This is an optimization exercise on Yosys and OpenROAD, whose aim is small area, not a production implementation. Only simulation tests tie the RTL to the original design; equivalence was not proved. Power and IR drop assume default switching activity. The flow treats the clock pin as an ideal source, which a real chip does not have.

## dm_bus_responder
module dm_bus_responder #(
  parameter int unsigned DEPTH_WORDS = 64,
  parameter int unsigned WAIT_CYCLES = 2,
  parameter logic [31:0] BASE_ADDR   = 32'h0000_0000
) (
  input  logic        clk,
  input  logic        rst,
  input  logic        req,
  input  logic        we,
  input  logic [31:0] addr,
  input  logic [31:0] wdata,
  input  logic [3:0]  be,
  output logic [31:0] rdata,
  output logic        ready,
  output logic        err,
  output logic        busy
);
Size in the first run: ~4,500 cells after synthesis, ~2,100 flip-flops, roughly 110 I/O pins, roughly 0.058 sq mm of cells after synthesis.
clock: 8.0 ns
lec_check: 0
cap_margin: 20
core_margin: 2
core_utilization: 70
cts_cluster_diameter: 80
cts_cluster_size: 30
place_density: 0.8
slew_margin: 20
synth_hierarchical: 1
standard.sh (not shown) runs the stock make flow with config.mk's settings and CLKGATE_MAP_FILE= SYNTH_SCRIPT=/design/flow/synth_recipe.tcl, a recipe that flattens the netlist after the stock synthesis.
==> flow/flow/run.sh <==
#!/bin/bash
# Own flow: the standard layout (standard.sh) with two knobs changed
# through ORFS environment variables:
#  - CTS without dummy loads, with larger sink clusters (fewer clock buffers);
#  - port buffers use buf_1 instead of the default cell.
# Synthesis is the standard one, unchanged.
set -euo pipefail
export CTS_ARGS="-sink_clustering_enable -repair_clock_nets -dont_use_dummy_load -sink_clustering_size 30 -sink_clustering_max_diameter 80"
export BUFFER_PORTS_ARGS="-buffer_cell sky130_fd_sc_hd__buf_1"
bash standard.sh > standard.log 2>&1
Change:
--- a/flow/design.v
+++ b/flow/design.v
@@ -180,19 +180,19 @@
   assign vr = |(rsel & valid_q);
   logic wr, set_ph;
   assign wr     = we_d & ~err_d & (accept | busy);
   assign set_ph = st_q[1];
   logic [31:0] tcol;                   
   logic        zcol;                   
   always_comb begin
     for (int i = 0; i < 32; i++)
       tcol[i] = wr & (be_d[i/8] | ~vr) &
-                (~set_ph | ((dat_q[i] & be_q[i/8]) == pol_even1));
+                (~set_ph | (be_q[i/8] ? dat_q[i] : ~pol_even1));
   end
   assign zcol = wr & ~vr & ~pol_even1;
   logic [2:0][31:0] col;
   always_comb begin
     for (int k = 0; k < 3; k++) col[k] = dst[k] ? tcol : {32{zcol}};
   end
   logic [NR-2:0][2:0][31:0] m_g;
   logic [1:0][31:0]         n_g;
   for (genvar r = 0; r < NR - 1; r++) begin : g_ring
@@ -209,32 +209,53 @@
         m_q[r][2 * k]     <= m_g[r][k];
         m_q[r][2 * k + 1] <= m_q[r][2 * k];
       end
     end
     for (int k = 0; k < 2; k++) begin
       n_q[2 * k]     <= n_g[k];
       n_q[2 * k + 1] <= n_q[2 * k];
     end
   end
+  logic [20:0]       tsel;
+  logic [20:0][31:0] tdat;
+  always_comb begin
+    for (int r = 0; r < NR - 1; r++) begin
+      tsel[2 * r]     = rsel[r] & tap_a;
+      tsel[2 * r + 1] = rsel[r] & tap_b;
+      tdat[2 * r]     = m_q[r][1];
+      tdat[2 * r + 1] = m_q[r][4];
+    end
+    tsel[20] = r4 & tap_a;
+    tdat[20] = n_q[1];
+  end
+  logic [7:0][31:0] rd_n;              
+  for (genvar g = 0; g < 7; g++) begin : g_rd
+    dm_aoi3 u_aoi (.s0(tsel[3 * g]), .s1(tsel[3 * g + 1]), .s2(tsel[3 * g + 2]),
+                   .d0(tdat[3 * g]), .d1(tdat[3 * g + 1]), .d2(tdat[3 * g + 2]),
+                   .y(rd_n[g]));
+  end
+  assign rd_n[7] = ~({32{r4 & tap_b}} & n_q[3]);
   logic [31:0] rd;
   always_comb begin
-    rd = ({32{r4 & tap_a}} & n_q[1]) | ({32{r4 & tap_b}} & n_q[3]);
-    for (int r = 0; r < NR - 1; r++)
-      rd = rd | ({32{rsel[r] & tap_a}} & m_q[r][1]) | ({32{rsel[r] & tap_b}} & m_q[r][4]);
+    rd = '0;
+    for (int g = 0; g < 8; g++) rd = rd | ~rd_n[g];
   end
   logic pol_rd;
   assign pol_rd = (tap_b & ~r4) ? pol_even : pol_odd;
+  logic f_set;
+  assign f_set = in_odd ? ~(c_q[1] ^ c_q[0]) : c_q[1];
+  logic [31:0] dsrc;
+  logic        dpol, dload;
+  assign dsrc  = we_d ? wdata : rd;
+  assign dpol  = we_d ? ~f_set : pol_rd;
+  assign dload = we_d ? idle : (tap_a | tap_b);
   always_ff @(posedge clk) begin
-    if (we_d) begin
-      if (idle) dat_q <= wdata;
-    end else if (tap_a | tap_b) begin
-      dat_q <= rd ^ {32{pol_rd}};
-    end
+    if (dload) dat_q <= dsrc ^ {32{dpol}};
   end
   always_ff @(posedge clk or negedge rst) begin
     if (!rst) begin
       st_q    <= 2'b00;
       c_q     <= 2'd0;
       t_q     <= 3'd0;
       valid_q <= '0;
     end else begin
       c_q <= c_q + 2'd1;
@@ -253,9 +274,16 @@
 endmodule
 module dm_bit_update (
   input  logic        sel,
   input  logic [31:0] col,
   input  logic [31:0] q,
   output logic [31:0] d
 );
   assign d = ~(({32{sel}} & col) | q);
 endmodule
+module dm_aoi3 (
+  input  logic        s0, s1, s2,
+  input  logic [31:0] d0, d1, d2,
+  output logic [31:0] y
+);
+  assign y = ~(({32{s0}} & d0) | ({32{s1}} & d1) | ({32{s2}} & d2));
+endmodule
Setup slack gains 0.16 ns; register-to-register slack loses 0.63 ns; non-clock buffer count climbs by 4; routed wire length climbs by 8.8%; flip-flop and latch count is unchanged; utilization hardly moves; synthesized cell count drops by 6.8%; die area drops by 1.6%; cell count drops by 5.1%; worst hold slack loses 0.041 ns; first-iteration DRC count climbs by 2.1%; final area drops by 1.9%; power climbs by 19%.

[re-timing with driven ports]
In the flow no input, the clock included, has a driving cell. The finished layouts below were timed again as built, in two steps. Step 1: set_driving_cell puts a clkbuf_16 on clk and a buf_2 on each other input, an assumption about the parent block. Step 2 moves the port delays by t, midway between the first and last clock arrival at a register: inputs arrive t later, outputs are due t later. That takes back most of the time a late clock gives input paths. a / b / c = no drivers / after step 1 / after step 2; a / b = the first two.
run | t (ns) | setup WS [ns] | worst setup path after step 2
the first run | 0.719 | 1.078 / 1.011 / 1.223 | input to register
the second run | 0.698 | 1.243 / 1.171 / 0.864 | input to register
After both steps setup and hold are still met in every run listed. For the second run, which loses most, drivers alone change the setup slack by -0.072 ns; drivers and shift together by -0.379 ns.
